This design comes from an exercise in tuning for small area, a short achievable clock period and few clock cycles per item on the open sky130 flow, not from production work. Function was checked by simulation only, so behaviour that the tests miss may differ from the original. No activity file was given, so power comes from the tool's default toggle rates.

== build 84 ==
// occupancy_box_and_mask_pack
module occupancy_box_and_mask_pack (
    input  wire logic                                i_clk,
    input  wire logic                                i_rst_n,
    input  wire logic                                start,
    output logic                                     busy,
    input  wire logic [obpk_pkg::MAP_W-1:0]          i_occupancy,
    input  wire logic [obpk_pkg::TYPE_W-1:0]         i_liquid_type,
    output logic                                     o_strobe,
    output logic      [obpk_pkg::POS_W-1:0]          o_box_x,
    output logic      [obpk_pkg::POS_W-1:0]          o_box_z,
    output logic      [obpk_pkg::SPAN_W-1:0]         o_box_width,
    output logic      [obpk_pkg::SPAN_W-1:0]         o_box_height,
    output logic                                     o_all_filled,
    output logic                                     o_grid_empty,
    output logic                                     o_mask_present,
    output logic      [obpk_pkg::MAP_W-1:0]          o_packed_mask,
    output logic      [obpk_pkg::BYTES_W-1:0]        o_heightmap_bytes
);
    logic [7:0]                     n_rows;
    logic [7:0]                     n_cols;
    logic [obpk_pkg::POS_W-1:0]     n_lo_x;
    logic [obpk_pkg::POS_W-1:0]     n_lo_z;
    logic [obpk_pkg::MAP_W-1:0]     n_zmap;
    logic                           r_vld;
    logic [obpk_pkg::MAP_W-1:0]     r_zmap;
    logic [obpk_pkg::POS_W-1:0]     r_lo_x;
    logic [obpk_pkg::POS_W-1:0]     r_lo_z;
    logic [obpk_pkg::POS_W-1:0]     r_hi_x;
    logic [obpk_pkg::POS_W-1:0]     r_hi_z;
    logic                           r_any;
    logic                           r_full;
    logic                           r_depth_only;
    logic [obpk_pkg::SPAN_W-1:0]    w;
    logic [obpk_pkg::SPAN_W-1:0]    h;
    logic [obpk_pkg::MAP_W-1:0]     aligned;
    assign busy = 1'b0;
    for (genvar z = 0; z < 8; z++) begin : g_row
        assign n_rows[z] = |i_occupancy[z*8 +: 8];
    end
    assign n_cols = i_occupancy[7:0]   | i_occupancy[15:8]  | i_occupancy[23:16]
                  | i_occupancy[31:24] | i_occupancy[39:32] | i_occupancy[47:40]
                  | i_occupancy[55:48] | i_occupancy[63:56];
    assign n_lo_x = obpk_pkg::first_set(n_cols);
    assign n_lo_z = obpk_pkg::first_set(n_rows);
  ...
For scale: roughly 1,100 cells after synthesis, roughly 80 flip-flops.
clock: 4.5 ns
lec_check: 0
cap_margin: 20
core_margin: 2
core_utilization: 40
slew_margin: 20
standard.sh (not shown) runs the stock make flow with config.mk's settings and CLKGATE_MAP_FILE= SYNTH_SCRIPT=/design/flow/synth_recipe.tcl, a recipe that flattens the netlist after the stock synthesis.
==> flow/flow/run.sh <==
#!/bin/bash
# Standard layout, with plain buffers on the ports instead of the
# delay-cell buffers that buffer_ports picks on its own.
set -euo pipefail
export BUFFER_PORTS_ARGS="-buffer_cell sky130_fd_sc_hd__buf_2"
bash standard.sh > standard_flow.log 2>&1
Build 84 reached the final stage; the timing, DRC and antenna checks on its layout passed.
Testbench counts of build 84, summed over its fixed seeds: cycles 16,008, items 16,000.
Here is what was changed in the inputs of build 63 compared with build 84.
# build 84
export LEC_CHECK = 0
export CAP_MARGIN = 20
export CORE_MARGIN = 2
export CORE_UTILIZATION = 40
export SLEW_MARGIN = 20
create_clock -name core_clock -period 4.5 [get_ports {i_clk}]
# build 63
export LEC_CHECK = 0
export CAP_MARGIN = 20
export CORE_MARGIN = 2
export CORE_UTILIZATION = 40
export SETUP_SLACK_MARGIN = 1.5
export SLEW_MARGIN = 20
export TNS_END_PERCENT = 5
create_clock -name core_clock -period 4.5 [get_ports {i_clk}]
## What came out
NOTE: portion of the clock cycle consumed by the worst path in the final layout in build 63 falls short of that of build 84. Build 63 against build 84: non-clock buffer count increased by about 26% relative to the old numbers; core utilization increased 6.4 points; number of enable-type register cells in the synthesized netlist about even; final wirelength now sits higher; stage delay of the slowest cell on the critical path decreased 0.22 ns. In summary, build 63 completed successfully, with a layout that passed the timing, DRC and antenna checks. Of the two candidates, build 84 has the better worst hold slack and build 63 the worse one.
Edits applied to the flow inputs when going from build 63 to build 44:
# build 63
export LEC_CHECK = 0
export CAP_MARGIN = 20
export CORE_MARGIN = 2
export CORE_UTILIZATION = 40
export SETUP_SLACK_MARGIN = 1.5
export SLEW_MARGIN = 20
export TNS_END_PERCENT = 5
create_clock -name core_clock -period 4.5 [get_ports {i_clk}]
# build 44
export LEC_CHECK = 0
export CAP_MARGIN = 20
export CORE_MARGIN = 2
export CORE_UTILIZATION = 40
export SLEW_MARGIN = 20
create_clock -name core_clock -period 4.5 [get_ports {i_clk}]
==> flow/run.sh (new file) <==
#!/bin/bash
# synth_recipe.tcl (not shown) runs the flow's synth.tcl, then flattens the netlist and writes it again
# the make line also repeats each setting of config.mk as NAME=value (left out here)
make -C /OpenROAD-flow-scripts/flow DESIGN_CONFIG=/design/flow/config.mk WORK_HOME=/design/flow/orfs CLKGATE_MAP_FILE= SYNTH_SCRIPT=/design/flow/synth_recipe.tcl finish
removed: flow/flow/run.sh
removed: flow/standard.sh
### Flow results
- On sequential fraction of total cell area, build 44 and build 63 are basically level.
- Looking at build 44 and build 63, the total design power is a wash.
- Relative to build 63, the reported combinational group power measured on build 44 has increased by a little under 10%.

[afterwards: timing with drivers on the ports]
Ports are ideal in the flow. The routed layouts listed here were re-timed in OpenROAD. Step 1: set_driving_cell puts a clkbuf_16 on i_clk and a buf_2 on each other input, an assumption about the parent block. Step 2 also shifts input and output timing later by t, the mid clock arrival at the registers, as if the neighbouring blocks saw the same clock. Three values: no drivers, after step 1, after step 2; two values: the first two.
run | shift t [ns] | setup WS [ns] | worst setup path at the end | latest minus earliest clock arrival (ns) | cell pins on the clock port's net
build 84 | 0.372 | 0.249 / 0.208 / 0.505 | input to register | 0.011 / 0.011 | 1
build 63 | 0.372 | 1.000 / 0.960 / 0.664 | input to register | 0.012 / 0.012 | 1
build 44 | 0.374 | 0.256 / 0.216 / 0.146 | input to register | 0.012 / 0.012 | 1
After both steps every run listed still meets setup and hold. The setup slack of build 63, which loses most, moves by -0.040 ns with the drivers and by -0.336 ns with both steps.
